This is an optimization exercise on Yosys and OpenROAD, whose aim is small area, a short achievable clock period and few clock cycles per item, not a production implementation.
No run shown here included a check of the RTL's function; only the layout flow was run.

File: config.mk
export PLATFORM = sky130hd
export DESIGN_NAME = modular_exponentiation_top
export DESIGN_NICKNAME = modular_exponentiation_top
export VERILOG_FILES = /design/flow/design.v
export SDC_FILE = /design/flow/constraint.sdc
export NUM_CORES = 4
export LEC_CHECK = 0
export CAP_MARGIN = 20
export CORE_MARGIN = 2
export CORE_UTILIZATION = 40
export SLEW_MARGIN = 20
File: constraint.sdc
create_clock -name core_clock -period 10.0 [get_ports {clk_i}]
set_input_delay 2.0000 -clock core_clock [delete_from_list [all_inputs] [get_ports {clk_i}]]
set_output_delay 2.0000 -clock core_clock [all_outputs]
set_load 0.01 [all_outputs]
File: design.v
`default_nettype none
package modexp_pkg;
  localparam int unsigned ModW   = 31;
  localparam int unsigned FieldW = 63;
  localparam logic [ModW-1:0] ModulusReset = 31'd1000000007;
  localparam logic [3:0] StIdle = 4'd0;    
  localparam logic [3:0] StNorm = 4'd1;    
  localparam logic [3:0] StRed  = 4'd2;    
  localparam logic [3:0] StRedR = 4'd3;    
  localparam logic [3:0] StCpaB = 4'd4;    
  localparam logic [3:0] StScnW = 4'd5;    
  localparam logic [3:0] StMul  = 4'd6;    
  localparam logic [3:0] StMulR = 4'd7;    
  localparam logic [3:0] StCpaM = 4'd8;    
  localparam logic [3:0] StFin  = 4'd9;    
  localparam logic [3:0] StCor1 = 4'd10;   
  localparam logic [3:0] StCor2 = 4'd11;   
  localparam logic [3:0] StCpaF = 4'd12;   
  localparam logic [3:0] StAcc  = 4'd13;   
  localparam logic [3:0] StZero = 4'd14;   
  localparam logic [3:0] StOne  = 4'd15;   
  typedef logic [ModW-1:0] mod_t;
endpackage
`default_nettype wire
`default_nettype none
module modexp_mulser (
  input  wire  [7:0] est_i,
  input  wire  [2:0] mbin_i,
  output logic [7:0] t_o
);
  logic signed [7:0] est;
  assign est = est_i;
  assign t_o[0] = (mbin_i == 3'd0) ? (est >= -8'sd30) : (mbin_i == 3'd1) ? (est >= -8'sd34) : (mbin_i == 3'd2) ? (est >= -8'sd37) : (mbin_i == 3'd3) ? (est >= -8'sd41) : (mbin_i == 3'd4) ? (est >= -8'sd44) : (mbin_i == 3'd5) ? (est >= -8'sd48) : (mbin_i == 3'd6) ? (est >= -8'sd51) : (est >= -8'sd55);
  assign t_o[1] = (mbin_i == 3'd0) ? (est >= -8'sd22) : (mbin_i == 3'd1) ? (est >= -8'sd24) : (mbin_i == 3'd2) ? (est >= -8'sd27) : (mbin_i == 3'd3) ? (est >= -8'sd29) : (mbin_i == 3'd4) ? (est >= -8'sd32) : (mbin_i == 3'd5) ? (est >= -8'sd34) : (mbin_i == 3'd6) ? (est >= -8'sd37) : (est >= -8'sd39);
  assign t_o[2] = (mbin_i == 3'd0) ? (est >= -8'sd13) : (mbin_i == 3'd1) ? (est >= -8'sd15) : (mbin_i == 3'd2) ? (est >= -8'sd16) : (mbin_i == 3'd3) ? (est >= -8'sd18) : (mbin_i == 3'd4) ? (est >= -8'sd19) : (mbin_i == 3'd5) ? (est >= -8'sd21) : (mbin_i == 3'd6) ? (est >= -8'sd22) : (est >= -8'sd24);
  assign t_o[3] = (mbin_i == 3'd0) ? (est >= -8'sd5) : (mbin_i == 3'd1) ? (est >= -8'sd5) : (mbin_i == 3'd2) ? (est >= -8'sd6) : (mbin_i == 3'd3) ? (est >= -8'sd6) : (mbin_i == 3'd4) ? (est >= -8'sd7) : (mbin_i == 3'd5) ? (est >= -8'sd7) : (mbin_i == 3'd6) ? (est >= -8'sd8) : (est >= -8'sd8);
  assign t_o[4] = (mbin_i == 3'd0) ? (est >= 8'sd4) : (mbin_i == 3'd1) ? (est >= 8'sd4) : (mbin_i == 3'd2) ? (est >= 8'sd5) : (mbin_i == 3'd3) ? (est >= 8'sd5) : (mbin_i == 3'd4) ? (est >= 8'sd6) : (mbin_i == 3'd5) ? (est >= 8'sd6) : (mbin_i == 3'd6) ? (est >= 8'sd7) : (est >= 8'sd7);
  assign t_o[5] = (mbin_i == 3'd0) ? (est >= 8'sd12) : (mbin_i == 3'd1) ? (est >= 8'sd14) : (mbin_i == 3'd2) ? (est >= 8'sd15) : (mbin_i == 3'd3) ? (est >= 8'sd17) : (mbin_i == 3'd4) ? (est >= 8'sd18) : (mbin_i == 3'd5) ? (est >= 8'sd20) : (mbin_i == 3'd6) ? (est >= 8'sd21) : (est >= 8'sd23);
  assign t_o[6] = (mbin_i == 3'd0) ? (est >= 8'sd21) : (mbin_i == 3'd1) ? (est >= 8'sd23) : (mbin_i == 3'd2) ? (est >= 8'sd26) : (mbin_i == 3'd3) ? (est >= 8'sd28) : (mbin_i == 3'd4) ? (est >= 8'sd31) : (mbin_i == 3'd5) ? (est >= 8'sd33) : (mbin_i == 3'd6) ? (est >= 8'sd36) : (est >= 8'sd38);
  assign t_o[7] = (mbin_i == 3'd0) ? (est >= 8'sd29) : (mbin_i == 3'd1) ? (est >= 8'sd33) : (mbin_i == 3'd2) ? (est >= 8'sd36) : (mbin_i == 3'd3) ? (est >= 8'sd40) : (mbin_i == 3'd4) ? (est >= 8'sd43) : (mbin_i == 3'd5) ? (est >= 8'sd47) : (mbin_i == 3'd6) ? (est >= 8'sd50) : (est >= 8'sd54);
endmodule
`default_nettype wire
`default_nettype none
module modular_exponentiation_top #(
  parameter int unsigned EXP_WIDTH = 64
) (
  input  wire          clk_i,
  input  wire          rst_ni,
  input  wire          s_axis_tvalid,
  output logic         s_axis_tready,
  input  wire  [127:0] s_axis_tdata,    
  output logic         m_axis_tvalid,
  input  wire          m_axis_tready,
  output logic [31:0]  m_axis_tdata,    
  input  wire          cfg_valid_i,
  output logic         cfg_ready_o,
  input  wire  [30:0]  cfg_data_i       
);
  localparam int unsigned EW = (EXP_WIDTH < modexp_pkg::FieldW) ? EXP_WIDTH : modexp_pkg::FieldW;
  logic [3:0]         st_q, st_d;
  modexp_pkg::mod_t   mod_q;
  logic [4:0]         sh_q;           
  logic [34:0]        s_q, c_q;       
  logic [31:0]        r_q, b_q;       
  logic [2:0]         dig_q;          
  logic [4:0]         k_q;            
  logic               mulb_q;         
  logic signed [6:0]  eidx_q;         
  logic               ebit_q;         
  logic               found_q;        
  logic               ezero_q;        
  logic signed [1:0]  qf_q;           
  logic               sub_q;          
  logic               ovld_q;
  logic               acc_q;
  logic [63:0]        base;
  logic [63:0]        expo;
  assign base = {1'b0, s_axis_tdata[62:0]};
  assign expo = 64'(s_axis_tdata[modexp_pkg::FieldW +: EW]);
  assign cfg_ready_o   = 1'b1;
  assign s_axis_tready = acc_q;
  assign m_axis_tvalid = ovld_q;
  assign m_axis_tdata  = {1'b0, r_q[30:0]};
  logic        red, force_q;
  logic [7:0]  t_tab, t;
  logic [7:0]  est;
  logic [31:0] y;
  logic        b_one, b_two, b_neg;
  logic [34:0] ysx, ymag, xy;
  logic [34:0] s4, c4, s1, c1, s2, c2, s3, c3;
  logic [34:0] row_l, row_h;
  logic [32:0] mag_l;
  logic        sub_l, sub_h, l_one, l_two, h_one;
  logic [34:0] sum;
  logic [31:0] r_new;
  assign red     = (st_q == modexp_pkg::StRed) || (st_q == modexp_pkg::StRedR) ||
                   (st_q == modexp_pkg::StOne);
  assign force_q = (st_q == modexp_pkg::StCor1) || (st_q == modexp_pkg::StCor2) ||
                   (st_q == modexp_pkg::StOne);
  assign est = s_q[34:27] + c_q[34:27];
  modexp_mulser u_qsel (
    .est_i (est),
    .mbin_i(mod_q[29:27]),
    .t_o   (t_tab)
  );
  always_comb begin
    if (!force_q)                        t = t_tab;
    else if (st_q != modexp_pkg::StCor2) t = 8'b0000_1111;
    else if (qf_q == 2'sd1)              t = 8'b0001_1111;
    else if (qf_q == -2'sd1)             t = 8'b0000_0111;
    else                                 t = 8'b0000_1111;
  end
  always_comb begin
    h_one = t[6] | !t[1];
    sub_h = t[6];
    l_one = (t[0] & !t[1]) | (t[2] & !t[3]) | (t[4] & !t[5]) | (t[6] & !t[7]);
    l_two = (t[1] & !t[2]) | (t[5] & !t[6]);
    sub_l = (t[0] & !t[1]) | (t[4] & !t[6]);
  end
  assign y     = mulb_q ? b_q : r_q;
  assign b_one = !red && (dig_q[1] ^ dig_q[0]);
  assign b_two = !red && ((dig_q == 3'b100) || (dig_q == 3'b011));
  assign b_neg = !red && dig_q[2];
  assign ysx   = {{3{y[31]}}, y};
  assign ymag  = b_two ? {ysx[33:0], 1'b0} : (b_one ? ysx : '0);
  assign xy    = b_neg ? ~ymag : ymag;
  assign s4 = {s_q[32:0], 1'b0, b_neg};
  assign c4 = {c_q[32:0], (red ? dig_q[1:0] : 2'b00)};
  assign s1 = s4 ^ c4 ^ xy;
  assign c1 = {((s4 & c4) | (s4 & xy) | (c4 & xy)), sub_l} ;
  assign mag_l = l_two ? {1'b0, mod_q, 1'b0} : (l_one ? {2'b00, mod_q} : '0);
  assign row_l = sub_l ? ~{mag_l, 2'b00} : {mag_l, 2'b00};
  assign s2 = s1 ^ c1 ^ row_l;
  assign c2 = {((s1 & c1) | (s1 & row_l) | (c1 & row_l)), sub_h};
  assign row_h = !h_one ? '0 : (sub_h ? ~{mod_q, 4'b0000} : {mod_q, 4'b0000});
  assign s3 = s2 ^ c2 ^ row_h;
  assign c3 = {((s2 & c2) | (s2 & row_h) | (c2 & row_h)), 1'b0};
  assign sum   = s_q + c_q;
  assign r_new = sum[33:2];
  logic step, clr, cpa, cpa_b;
  assign step = (st_q == modexp_pkg::StRed)  || (st_q == modexp_pkg::StRedR) ||
                (st_q == modexp_pkg::StMul)  || (st_q == modexp_pkg::StMulR) ||
                (st_q == modexp_pkg::StCor1) || (st_q == modexp_pkg::StCor2) ||
                (st_q == modexp_pkg::StOne);
  assign cpa   = (st_q == modexp_pkg::StCpaB) || (st_q == modexp_pkg::StCpaM) ||
                 (st_q == modexp_pkg::StZero) ||
                 ((st_q == modexp_pkg::StCpaF) && !(sub_q && sum[34]));
  assign cpa_b = (st_q == modexp_pkg::StCpaB);
  assign clr   = !step;
  logic       scan_done, scan_last;
  logic [3:0] loop_st;
  assign scan_done = found_q || ezero_q;
  always_comb begin
    if (found_q) loop_st = eidx_q[6] ? modexp_pkg::StFin : modexp_pkg::StMul;
    else         loop_st = modexp_pkg::StOne;
  end
  always_comb begin
    st_d = st_q;
    case (st_q)
      modexp_pkg::StIdle: begin
        if (s_axis_tvalid && (!ovld_q || m_axis_tready)) begin
          if (mod_q[30:1] == '0)  st_d = modexp_pkg::StZero;
          else if (!mod_q[30])    st_d = modexp_pkg::StNorm;
          else                    st_d = modexp_pkg::StRed;
        end
      end
      modexp_pkg::StNorm: if (mod_q[29]) st_d = modexp_pkg::StRed;
      modexp_pkg::StRed:  if (k_q == 5'd0) st_d = modexp_pkg::StRedR;
      modexp_pkg::StRedR: st_d = modexp_pkg::StCpaB;
      modexp_pkg::StCpaB: st_d = scan_done ? loop_st : modexp_pkg::StScnW;
      modexp_pkg::StScnW: if (scan_done) st_d = loop_st;
      modexp_pkg::StMul:  if (k_q == 5'd0) st_d = modexp_pkg::StMulR;
      modexp_pkg::StMulR: st_d = modexp_pkg::StCpaM;
      modexp_pkg::StCpaM: begin
        if (!mulb_q && ebit_q)    st_d = modexp_pkg::StMul;
        else if (eidx_q == 7'sd0) st_d = modexp_pkg::StFin;
        else                      st_d = modexp_pkg::StMul;
      end
      modexp_pkg::StFin: begin
        if (r_q[31] || (sh_q != 5'd0)) st_d = modexp_pkg::StCor1;
        else                           st_d = modexp_pkg::StAcc;
      end
      modexp_pkg::StCor1: st_d = modexp_pkg::StCor2;
      modexp_pkg::StCor2: st_d = modexp_pkg::StCpaF;
      modexp_pkg::StCpaF: st_d = modexp_pkg::StFin;
      modexp_pkg::StAcc:  if (s_axis_tvalid) st_d = modexp_pkg::StIdle;
      modexp_pkg::StZero: st_d = modexp_pkg::StAcc;
      modexp_pkg::StOne:  st_d = modexp_pkg::StCor2;
      default:            st_d = modexp_pkg::StIdle;
    endcase
  end
  always_ff @(posedge clk_i or negedge rst_ni) begin
    if (!rst_ni) begin
      st_q   <= modexp_pkg::StIdle;
      ovld_q <= 1'b0;
      acc_q  <= 1'b0;
    end else begin
      st_q  <= st_d;
      acc_q <= (st_d == modexp_pkg::StAcc);
      if (m_axis_tvalid && m_axis_tready) ovld_q <= 1'b0;
      if (s_axis_tvalid && s_axis_tready) ovld_q <= 1'b1;
    end
  end
  always_ff @(posedge clk_i or negedge rst_ni) begin
    if (!rst_ni) begin
      mod_q <= modexp_pkg::ModulusReset;
    end else if (cfg_valid_i) begin
      mod_q <= cfg_data_i;
    end else if (st_q == modexp_pkg::StNorm && !mod_q[30]) begin
      mod_q <= {mod_q[29:0], 1'b0};
    end else if (st_q == modexp_pkg::StFin && !r_q[31] && sh_q != 5'd0) begin
      mod_q <= {1'b0, mod_q[30:1]};
    end
  end
  logic [2:0] rwin, bwin;
  logic [32:0] rext;
  assign rext = {r_q, 1'b0};
  always_comb begin
    rwin = 3'b000;
    for (int j = 0; j < 15; j++) begin
      if (k_q == 5'(j + 1)) rwin = rext[2*j+2 -: 3];
    end
    bwin = 3'b000;
    for (int j = 0; j < 31; j++) begin
      if (k_q == 5'(j + 1)) bwin = {1'b0, base[2*j+1 -: 2]};
    end
  end
  logic esel;
  assign esel = expo[eidx_q[5:0]];
  always_ff @(posedge clk_i) begin
    if (clr) begin
      s_q <= '0;
      c_q <= '0;
    end else begin
      s_q <= s3;
      c_q <= c3;
    end
    if (cpa)   r_q <= r_new;
    if (cpa_b) b_q <= r_new;
    case (st_q)
      modexp_pkg::StIdle: begin
        dig_q <= {2'b00, base[62]};
        k_q   <= 5'd31;
      end
      modexp_pkg::StRed, modexp_pkg::StMul: begin
        dig_q <= (k_q == 5'd0) ? 3'b000 : ((st_q == modexp_pkg::StRed) ? bwin : rwin);
        k_q   <= k_q - 5'd1;
      end
      modexp_pkg::StCpaB, modexp_pkg::StCpaM: begin
        dig_q <= (st_q == modexp_pkg::StCpaB && scan_done && !found_q) ? 3'b001 : r_new[31:29];
        k_q   <= 5'd15;
      end
      modexp_pkg::StScnW: begin
        dig_q <= (scan_done && !found_q) ? 3'b001 : r_q[31:29];
        k_q   <= 5'd15;
      end
      modexp_pkg::StFin:  dig_q <= 3'b001;
      modexp_pkg::StNorm: ;
      default:            dig_q <= 3'b000;
    endcase
    if (st_q == modexp_pkg::StCpaM) mulb_q <= !mulb_q && ebit_q;
    else if (st_q == modexp_pkg::StCpaB || st_q == modexp_pkg::StScnW ||
             st_q == modexp_pkg::StFin) mulb_q <= 1'b0;
    ebit_q <= (st_q == modexp_pkg::StIdle) ? 1'b0 : esel;
    if (st_q == modexp_pkg::StIdle) begin
      eidx_q  <= 7'sd62;
      found_q <= 1'b0;
      ezero_q <= 1'b0;
    end else if (!scan_done) begin
      if (ebit_q)                 found_q <= 1'b1;
      else if (eidx_q == -7'sd1)  ezero_q <= 1'b1;
      else                        eidx_q  <= eidx_q - 7'sd1;
    end else if (st_q == modexp_pkg::StCpaM && !(!mulb_q && ebit_q)) begin
      eidx_q <= eidx_q - 7'sd1;
    end
    if (st_q == modexp_pkg::StIdle) sh_q <= 5'd0;
    else if (st_q == modexp_pkg::StNorm && !mod_q[30]) sh_q <= sh_q + 5'd1;
    else if (st_q == modexp_pkg::StFin && !r_q[31] && sh_q != 5'd0) sh_q <= sh_q - 5'd1;
    if (st_q == modexp_pkg::StFin) begin
      qf_q  <= r_q[31] ? -2'sd1 : 2'sd1;
      sub_q <= !r_q[31];
    end else if (st_q == modexp_pkg::StCpaB || st_q == modexp_pkg::StScnW) begin
      qf_q  <= 2'sd0;
      sub_q <= 1'b0;
    end
  end
endmodule
`default_nettype wire
File: run.sh
#!/bin/bash
# synth_recipe.tcl (not shown) runs the flow's synth.tcl, then flattens the netlist and writes it again
# the make line also repeats each setting of config.mk as NAME=value (left out here)
make -C /OpenROAD-flow-scripts/flow DESIGN_CONFIG=/design/flow/config.mk WORK_HOME=/design/flow/orfs CLKGATE_MAP_FILE= SYNTH_SCRIPT=/design/flow/synth_recipe.tcl finish
==> results.txt, run 1 <==
status=finished clean; NumNets Final=2282; # IOs=199; Post-Syn Area=17100 µm²; H-tree Lvls=4; Finished Layout Cells=2522; global-route wire length before repair=78.7 mm; dominant synthesized flop cell=dfxtp_1; CTS sink count=197; Core ar.=42000 µm²; Top delay family on crit path=adder cells; FMAX=152 MHz; CP arrival=6900 ps; CP max-delay cell=inv_2; FF-to-FF Start=s_q[27]; flops & latches, synth=197; DR vias=14044; CP Data Required Time=10340 ps; crit path from=s_q[27]; R2R Path End=s_q[32]; Crit path top cell by count=fa_1; post-cts hold buffer count=0; RSZ-0062 raised after global routing=false; Post-Place Cells=2490; post-synth net total=2232; initial antenna violation count=0; Hold Crit Start=acc_q; n_diodes=0; Overflow after GRT=0; number of detailed-route iterations in the first pass=5; CTS max path bufs=2; worst reg2reg setup slack=3440 ps; Yosys warning total=1; startpoint types=register; TNS Setup=0 ps; sequential share of the synthesized area=28.7%; area of the die=44400 µm²; Final Hold Viols=0; Crit path depth=16; pin count of the biggest net entering global routing=64; TritonCTS clock tree=yes; Cell variety after synth=92; IO buf count=194; Avg Cell Area, Syn=8.91 µm²; Root Buffer=clkbuf_16; DR WL/cell=19.6 µm; Die Height=211 µm; post-CTS setup buffer count=0; Tcrit/Tclk final=65.6%; Cell Chain, Critical Path=ha_1 -> fa_1 -> a211oi_2 -> nor2_1 -> nor2_1 -> o211ai_1 -> a211oi_1 -> a211oi_4 -> inv_2 -> o21bai_2 -> inv_2 -> xnor2_1 -> fa_1 -> inv_1 -> fa_1 -> and2_1; Starting Density=40.7%; crit-path max FO=33; Filler Cells Inserted=4058; skew final=11.0 ps; async set-reset flop share out of synthesis=18.8%; post-place setup slack=3500 ps; CTS Buf Count=17; minimum clock period=6560 ps; initial drt markers=1145; Slew @ Worst Pin=1120 ps; latest clock arrival within the worst-skew pair=450 ps; Worst slew margin=23.5%; setup ws final=3440 ps; Worst-path clk slew=80 ps; layout cells sized above 1=7.82%; final setup vio count=0; Area growth syn-to-layout=14.8%; worst hold path depth=2; Post-synth EDFFs=76; CTS resizes=0; DRC Markers=0; CP Buf/Inv Count=3; crit-path max cell delay=770 ps; Hold Path End=ovld_q; post-route ant nets=0; critical path endpoint category=register; max-slew violation count=0; vias in the first global route=14044; Max-Cap Viols=0; Routed WL=49.5 mm; post-synthesis instance total=1920; worst min path class=register to register; vias per inst=5.57; R2R depth=16; placed wire-length estimate=37.5 mm; number of cell rows=75; kind of critical path=register to register; RePlAce Congestion=0.915; Total Routing Usage GR=22.4%; Die X=211 µm
-- how the worst max path moves through the flow --
stage	end	slack, ps
finish	s_q[32]	3440
global route	s_q[32]	3150
CTS	s_q[32]	3450
detailed placement	s_q[32]	3500
global placement	s_q[32]	3500
floorplan	r_q[0]	4510
-- per-stage QoR --
stage / cell area, µm² / hold WS, ps / util, %
2_1_floorplan: 17100 / 474 / -
3_3_place_gp: 19000 / 479 / 45.3
3_5_place_dp: 19000 / 478 / 45.3
4_1_cts: 19600 / 503 / 46.7
5_1_grt: 19600 / 539 / 46.7
6_report: 19600 / 498 / 46.7
-- cell families (layout without fill, tap and decap cells) --
logic type                 after synthesis  in the layout  share of synthesized area (%)
AOI/OAI and AO/OA                      500            500                           19.5
xor gates and xnor gates               115            115                           5.89
adders and majority gates              148            148                           15.2
buffers and inverters                  351            414                           8.95
DFF                                    197            197                           28.7
muxes                                   93             93                           6.93
other                                    2              2                         0.0439
and+or+nand+nor                        514            514                           14.8
-- cell usage after synthesis (16+ instances only) --
cell type    n  area [µm²]
a211oi_1    25         188
a21o_1      22         165
a21oi_1    152         761
a22oi_2     28         350
and2_1      72         450
buf_2       22         110
buf_4       34         255
clkbuf_1    86         323
clkbuf_2    22         110
dfrtp_1     21         526
dfstp_2     16         420
dfxtp_1     84        1680
edfxtp_1    76        2280
fa_1        99        1980
ha_1        49         613
inv_1      167         627
mux2i_1     70         701
mux4_2      20         450
nand2_1    118         443
nand3_1     28         140
nor2_1     152         571
nor3_1      28         140
o21a_1      16         120
o21ai_0    105         526
o22ai_1     38         238
xnor2_1     99         867
xor2_1      16         140
-- metal layers --
metal / GRT usage [%] / vias to the layer above / routed length (µm) / part of all wire [%]
met5: 0 / - / 0 / 0
met4: 4.20 / 0 / 582 / 1.2
met3: 3.42 / 23 / 3060 / 6.2
met2: 36.1 / 399 / 22700 / 46
met1: 32.2 / 6884 / 23100 / 47
li1: - / 6738 / - / -
-- final cells by class --
type | instances | area [µm²] | share of cell area, %
clock inverters | 15 | 185 | 0.943
flip-flops and latches | 197 | 4910 | 25.0
inverters | 169 | 634 | 3.23
multi-input cells | 1372 | 10700 | 54.7
repair buffers | 213 | 2070 | 10.6
well taps | 539 | 674 | 3.43
clock buffers | 17 | 425 | 2.17
-- flip-flops by register name (all words and copies together) (netlist names), 2 cells and up --
| register | count |
|---|---|
| eidx_q | 7 |
| b_q | 32 |
| k_q | 5 |
| s_q | 35 |
| dig_q | 3 |
| c_q | 34 |
| qf_q | 2 |
| mod_q | 31 |
| st_q | 4 |
| sh_q | 5 |
| r_q | 32 |
-- cell usage in the layout, fill, tap and decap left out, drive strengths merged, types with 20 or more instances in the layout --
cell type	instances
nand3	29
buf	21
a211oi	28
nor3	28
nor2	152
dfxtp	84
a21o	22
and2	73
clkdlybuf4s50	192
fa	99
edfxtp	76
dfrtp	21
a22oi	34
a21oi	152
o21ai	107
nand2	118
inv	177
ha	49
xnor2	99
mux4	20
mux2i	70
o22ai	38
-- worst reg2reg max path, stage by stage (launching register included) --
cell,delay [ps]
dfxtp_1,330
ha_1,270
fa_1,530
a211oi_2,360
nor2_1,160
nor2_1,710
o211ai_1,300
a211oi_1,480
a211oi_4,160
inv_2,580
o21bai_2,310
inv_2,780
xnor2_1,210
fa_1,590
inv_1,90
fa_1,460
and2_1,150
==> run 2: changes to the inputs <==
--- a/config.mk
+++ b/config.mk
@@ -8,4 +8,5 @@
 export CAP_MARGIN = 20
 export CORE_MARGIN = 2
 export CORE_UTILIZATION = 40
+export SETUP_SLACK_MARGIN = 5
 export SLEW_MARGIN = 20
==> results.txt, run 2 <==
placed wire-length estimate=37.0 mm (-1.3%); Total Routing Usage GR=22.8% (+0.37 points); initial drt markers=1431 (+25%); Yosys warning total=1 (unchanged); RePlAce Congestion=0.929 (+1.5%); largest family of logic cells by synthesized area=compound AO/OA/AOI/OAI gates; Core ar.=42000 µm² (unchanged); kind of critical path=register to register; Post-Place Cells=2490 (unchanged); crit-path max FO=8 (-76%); sequential share of the synthesized area=28.7% (unchanged); Slew @ Worst Pin=1100 ps (-19.0 ps); post-route ant nets=0 (unchanged); TNS Setup=0 ps (unchanged); CTS max path bufs=2 (unchanged); Worst-path clk slew=70 ps (about the same); RSZ-0062 raised after global routing=true; CP Data Required Time=10350 ps (about the same); post-synth net total=2232 (unchanged); final setup vio count=0 (unchanged); H-tree Lvls=4 (unchanged); number of cell rows=75 (unchanged); share of the synthesized area in the top cell type=13.3% (unchanged); IO buf count=194 (unchanged); vias in the first global route=14218 (+1.2%); mux cell area share after synthesis=6.93% (unchanged); most frequent cell after synthesis=inv_1; Final Hold Viols=0 (unchanged); main area contributors after synthesis=edfxtp_1 (13%), fa_1 (12%), dfxtp_1 (9.8%); pin count of the biggest net entering global routing=64 (unchanged); commonest non-fill, non-tap cell in the layout=clkdlybuf4s50_1; Post-synth EDFFs=76 (unchanged); Max-Cap Viols=0 (unchanged); vias per inst=5.63 (+1.1%); FMAX=200 MHz (+31%); post-synthesis instance total=1920 (unchanged); Finished Layout Cells=2587 (+2.6%); max-slew violation count=0 (unchanged); latest clock arrival within the worst-skew pair=460 ps (about the same); DR vias=14559 (+3.7%); critical path endpoint category=register; number of detailed-route iterations in the first pass=6 (+1); Die X=211 µm (unchanged); Area growth syn-to-layout=21.2%; Worst slew margin=26.1% (+2.5 points); Cell variety after synth=92 (unchanged); top cells by count, synth=inv_1 (167), a21oi_1 (152), nor2_1 (152); Root Buffer=clkbuf_16; NumNets Final=2347 (+2.8%); worst min path class=register to register; xor-xnor portion of the synthesized cell area=5.89% (unchanged); Routed WL=52.6 mm (+6.3%); max reg flops=35 (unchanged); minimum clock period=5010 ps (-1560 ps); Top reg by flops=s_q; global-route wire length before repair=79.8 mm (+1.3%); simple-gate share of the synthesized area=14.8% (unchanged); most frequent cells in the layout=clkdlybuf4s50_1 (192), inv_1 (166), a21oi_1 (146), nor2_1 (144), nand2_1 (116); Overflow after GRT=0 (unchanged); post-place setup slack=3450 ps (-50.9 ps); startpoint types=register; Post-Synth Adder-Cell Area=15.2% (unchanged); layout cells sized above 1=13.2% (+5.4 points); skew final=18.0 ps (+7.00 ps); TritonCTS clock tree=yes; CTS Buf Count=17 (unchanged); async set-reset flop share out of synthesis=18.8% (unchanged); flops & latches, synth=197 (unchanged); largest registers=s_q: 35 flops, c_q: 34 flops; CTS sink count=197 (unchanged); Die Height=211 µm (unchanged); Avg Cell Area, Syn=8.91 µm² (unchanged); DRC Markers=0 (unchanged); Compound-Gate Fraction of Synth Area=19.5% (unchanged); status=finished clean; Post-Syn Area=17100 µm² (unchanged); CP arrival=5360 ps (-1540 ps); Starting Density=40.7% (unchanged); post-cts hold buffer count=0 (unchanged); initial antenna violation count=0 (unchanged); n_diodes=0 (unchanged); Tcrit/Tclk final=50.1% (-16 points); # IOs=199 (unchanged); post-synth top area cell=edfxtp_1; setup ws final=4990 ps (+1560 ps); area of the die=44400 µm² (unchanged); DR WL/cell=20.3 µm (+3.6%); dominant synthesized flop cell=dfxtp_1
## run 2: cell types whose count changed in the layout (fill, tap and decap cells not counted), moves of 5 or more
cell / delta
nor2_1: -6
buf_12: +9
a21oi_1: -5
a211oi_1: -5
ha_1: -7
buf_4: +45
nor2_4: +5
## run 2: logic make-up after synthesis
family | count (synthesis)
DFF | 197
xor gates and xnor gates | 115
buffers and inverters | 351
muxes | 93
and+or+nand+nor | 514
adders and majority gates | 148
AOI/OAI and AO/OA | 500
other | 2
## run 2: stage by stage
stage	instance area, µm²	hold WS (ps)	utilization, %
global route	20700	536	49.3
detailed placement	19000	487	45.2
CTS	20000	516	47.6
global placement	19000	486	45.2
finish	20700	511	49.3
floorplan	17100	474	-
## run 2: cell type report
type	count	area [µm²]
fill	3899	21300
multi-input combinational	1376	11200
sequential	197	4920
timing repair buffer	273	2690
tap	539	674
inverter	169	652
clock buffer	18	429
clock inverter	14	166
timing repair inverter	1	8.76
## run 2: critical path: stages (launching register included)
cell and delay [ps]:
dfxtp_4 360, ha_4 170, fa_2 430, a211oi_4 270
buf_4 150, o21a_4 190, or2_4 220, a31oi_1 60
a311o_1 400, a21oi_4 200, nor2_1 80, or4_4 580
buf_12 160, clkbuf_16 170, a22oi_2 180, xnor2_1 120
fa_1 540, inv_2 50, fa_1 420, and2_1 140
## run 2: routing by layer
layer  track usage [%]  vias to the layer above  part of all wire [%]
li1                  -                     6884                     -
met1              33.0                     7090                    46
met2              35.8                      517                    46
met3              3.81                       68                   6.6
met4              5.05                        0                   1.9
met5                 0                        -                     0
## run 2: final timing paths
check | slack [ps] | to | from | depth (start not counted)
max in group asynchronous | 7670 | mod_q[30] | rst_ni | 1
hold / removal | 510 | ovld_q | ovld_q | 2
hold reg to reg | 510 | ovld_q | ovld_q | 2
setup / recovery | 4990 | s_q[10] | s_q[27] | 19
setup reg to reg | 4990 | s_q[10] | s_q[27] | 19
min in group asynchronous | 1710 | st_q[2] | rst_ni | 1
## run 2: timing repair
| item | in CTS | in global routing |
|---|---|---|
| pin swaps | 6 | 28 |
| gates cloned | 1 | 7 |
| resized for setup | 52 | 55 |
| endpoints found under the setup margin | 66 | 64 |
| buffers inserted | 17 | 40 |
==> run 3: changes to the inputs <==
--- a/config.mk
+++ b/config.mk
@@ -5,6 +5,7 @@
 export SDC_FILE = /design/flow/constraint.sdc
 export NUM_CORES = 4
 export LEC_CHECK = 0
+export ABC_CLOCK_PERIOD_IN_PS = 3000
 export CAP_MARGIN = 20
 export CORE_MARGIN = 2
 export CORE_UTILIZATION = 40
==> results.txt, run 3 <==
CTS max path bufs=2 (unchanged); dominant synthesized flop cell=dfxtp_1; async set-reset flop share out of synthesis=18.8% (unchanged); routed wl met2=23.9 mm (unchanged); Post-Syn Area=17100 µm² (unchanged); Die Height=211 µm (unchanged); FMAX=200 MHz (unchanged); Final Hold Viols=0 (unchanged); Root Buffer=clkbuf_16; number of detailed-route iterations in the first pass=6 (unchanged); Total Routing Usage GR=22.8% (unchanged); Met3 Routed Length=3.49 mm (unchanged); # IOs=199 (unchanged); post-synthesis instance total=1920 (unchanged); post-synth net total=2232 (unchanged); global-route wire length before repair=79.8 mm (unchanged); met1 WL=24.1 mm (unchanged); Max-Cap Viols=0 (unchanged); max reg flops=35 (unchanged); crit path from=s_q[27]; share of the synthesized area in the top cell type=13.3% (unchanged); Top delay family on crit path=adder cells; Cell variety after synth=92 (unchanged); initial antenna violation count=0 (unchanged); Top reg by flops=s_q; Slew @ Worst Pin=1100 ps (unchanged); placed inst area=19000 µm² (unchanged); TritonCTS clock tree=yes; Routed WL=52.6 mm (unchanged); status=finished clean; kind of critical path=register to register; CTS Buf Count=17 (unchanged); Avg Cell Area, Syn=8.91 µm² (unchanged); post-cts hold buffer count=0 (unchanged); CP arrival=5360 ps (about the same); crit-path max cell delay=580 ps (about the same); crit-path max FO=8 (unchanged); DR vias=14559 (unchanged); main area contributors after synthesis=edfxtp_1 (13%), fa_1 (12%), dfxtp_1 (9.8%); post-route ant nets=0 (unchanged); placed wire-length estimate=37.0 mm (unchanged); commonest non-fill, non-tap cell in the layout=clkdlybuf4s50_1; top cells by count, synth=inv_1 (167), a21oi_1 (152), nor2_1 (152); DRC Markers=0 (unchanged); FF-to-FF Start=s_q[27]; Area growth syn-to-layout=21.2% (unchanged); DR WL/cell=20.3 µm (unchanged); Crit path top cell by count=fa_1; skew final=18.0 ps (unchanged); most frequent cells in the layout=clkdlybuf4s50_1 (192), inv_1 (166), a21oi_1 (146), nor2_1 (144), nand2_1 (116); Worst Hold Slack=511 ps (unchanged); Cell Chain, Critical Path=ha_4 -> fa_2 -> a211oi_4 -> buf_4 -> o21a_4 -> or2_4 -> a31oi_1 -> a311o_1 -> a21oi_4 -> nor2_1 -> or4_4 -> buf_12 -> clkbuf_16 -> a22oi_2 -> xnor2_1 -> fa_1 -> inv_2 -> fa_1 -> and2_1; Core ar.=42000 µm² (unchanged); CP Buf/Inv Count=4 (unchanged); Post-synth EDFFs=76 (unchanged); NumNets Final=2347 (unchanged); latest clock arrival within the worst-skew pair=460 ps (about the same); sequential share of the synthesized area=28.7% (unchanged); post-synth top area cell=edfxtp_1; IO buf count=194 (unchanged); Top Layer Used=met4; Die X=211 µm (unchanged); CP max-delay cell=or4_4; pin count of the biggest net entering global routing=64 (unchanged); startpoint types=register; Worst-path clk slew=70 ps (about the same); max-slew violation count=0 (unchanged); Starting Density=40.7% (unchanged); area of the die=44400 µm² (unchanged); CTS sink count=197 (unchanged); vias per inst=5.63 (unchanged); Tcrit/Tclk final=50.1% (unchanged); worst reg2reg setup slack=4990 ps (about the same); n_diodes=0 (unchanged); Hold Crit Start=ovld_q; TNS Setup=0 ps (unchanged); flops & latches, synth=197 (unchanged); critical path endpoint category=register; Yosys warning total=1 (unchanged); RSZ-0062 raised after global routing=true; layout cells sized above 1=13.2% (unchanged); final setup vio count=0 (unchanged); number of cell rows=75 (unchanged); Filler Cells Inserted=3899 (unchanged); worst min path class=register to register; initial drt markers=1431 (unchanged); vias in the first global route=14218 (unchanged); CP Data Required Time=10350 ps (about the same); RePlAce Congestion=0.929 (unchanged); most frequent cell after synthesis=inv_1; Overflow after GRT=0 (unchanged); largest registers=s_q: 35 flops, c_q: 34 flops; Worst slew margin=26.1% (unchanged); H-tree Lvls=4 (unchanged); minimum clock period=5010 ps (unchanged); Final Cell Area=20700 µm² (unchanged)
-- run 3: worst register-to-register path, cell delays in order, from the launching register on --
cell and delay [ps]:
dfxtp_4 360, ha_4 170, fa_2 430, a211oi_4 270
buf_4 150, o21a_4 190, or2_4 230, a31oi_1 70
a311o_1 400, a21oi_4 200, nor2_1 80, or4_4 580
buf_12 170, clkbuf_16 170, a22oi_2 180, xnor2_1 120
fa_1 540, inv_2 50, fa_1 420, and2_1 140
-- run 3: kinds of logic after synthesis --
logic type / count (synthesis) / synth area share (%)
simple gates: 514 / 14.8
flops: 197 / 28.7
fa+ha+maj: 148 / 15.2
xor+xnor: 115 / 5.89
buf+inv: 351 / 8.95
compound gates: 500 / 19.5
other cells: 2 / 0.0439
mux: 93 / 6.93
-- run 3: per-layer routing --
layer  global-route usage, %  up-vias
met2                    35.8      517
met4                    5.05        0
li1                        -     6884
met1                    33.0     7090
met5                       0        -
met3                    3.81       68
-- run 3: cell type report --
| type | count | area (µm²) | share of cell area, % |
|---|---|---|---|
| flip-flops and latches | 197 | 4920 | 23.7 |
| inverters | 169 | 652 | 3.14 |
| repair inverters | 1 | 8.76 | 0.0422 |
| well taps | 539 | 674 | 3.25 |
| clock inverters | 14 | 166 | 0.802 |
| clock buffers | 18 | 429 | 2.07 |
| multi-input cells | 1376 | 11200 | 54.0 |
| repair buffers | 273 | 2690 | 13.0 |
-- run 3: repair_timing --
| item | CTS | global route |
|---|---|---|
| hold endpoints to repair | 0 | 0 |
| endpoints found under the setup margin | 66 | 64 |
| setup buffers | 17 | 40 |
| pin swaps | 6 | 28 |
| gates resized for setup | 52 | 55 |
| cloned | 1 | 7 |
-- run 3: worst paths after layout --
check / endpoint / cells past startpoint
max reg2reg: s_q[10] / 19
max: s_q[10] / 19
min: ovld_q / 2
min reg2reg: ovld_q / 2
max in group asynchronous: mod_q[30] / 1
min in group asynchronous: st_q[2] / 1
-- run 3: per-stage QoR --
stage | worst slack, ps | utilization (%) | instances
after floorplan | 5340 | - | 1920
after global placement | 3480 | 45.2 | 2490
after detailed placement | 3450 | 45.2 | 2490
after CTS | 5010 | 47.6 | 2540
after global routing | 4910 | 49.3 | 2587
final | 4990 | 49.3 | 2587

re-timing with driven ports:
No port has a modelled driver above. Below, the same layouts with a new extraction and two added sets of constraints.
Step 1 sets driving cells, clkbuf_16 on the clock port and buf_2 on the other inputs (assumed; they add their load-dependent delay and slew).
Step 2 moves the port delays by t, midway between the first and last clock arrival at a register: inputs arrive t later, outputs are due t later. That takes back most of the time a late clock gives input paths.
a / b / c = ideal ports / drivers / drivers and shift; a / b = the first two.
run | shift t [ns] | setup WS [ns] | worst hold slack (ns) | worst setup path at the end | slew at the worst register clock pin (ns)
run 1 | 0.498 | 3.436 / 3.436 / 3.436 | 0.498 / 0.498 / 0.498 | register to register | 0.08 / 0.08
run 2 | 0.502 | 4.995 / 4.995 / 4.995 | 0.511 / 0.511 / 0.511 | register to register | 0.08 / 0.08
run 3 | 0.502 | 4.995 / 4.995 / 4.995 | 0.511 / 0.511 / 0.511 | register to register | 0.08 / 0.08
After both steps every run listed still meets setup and hold.
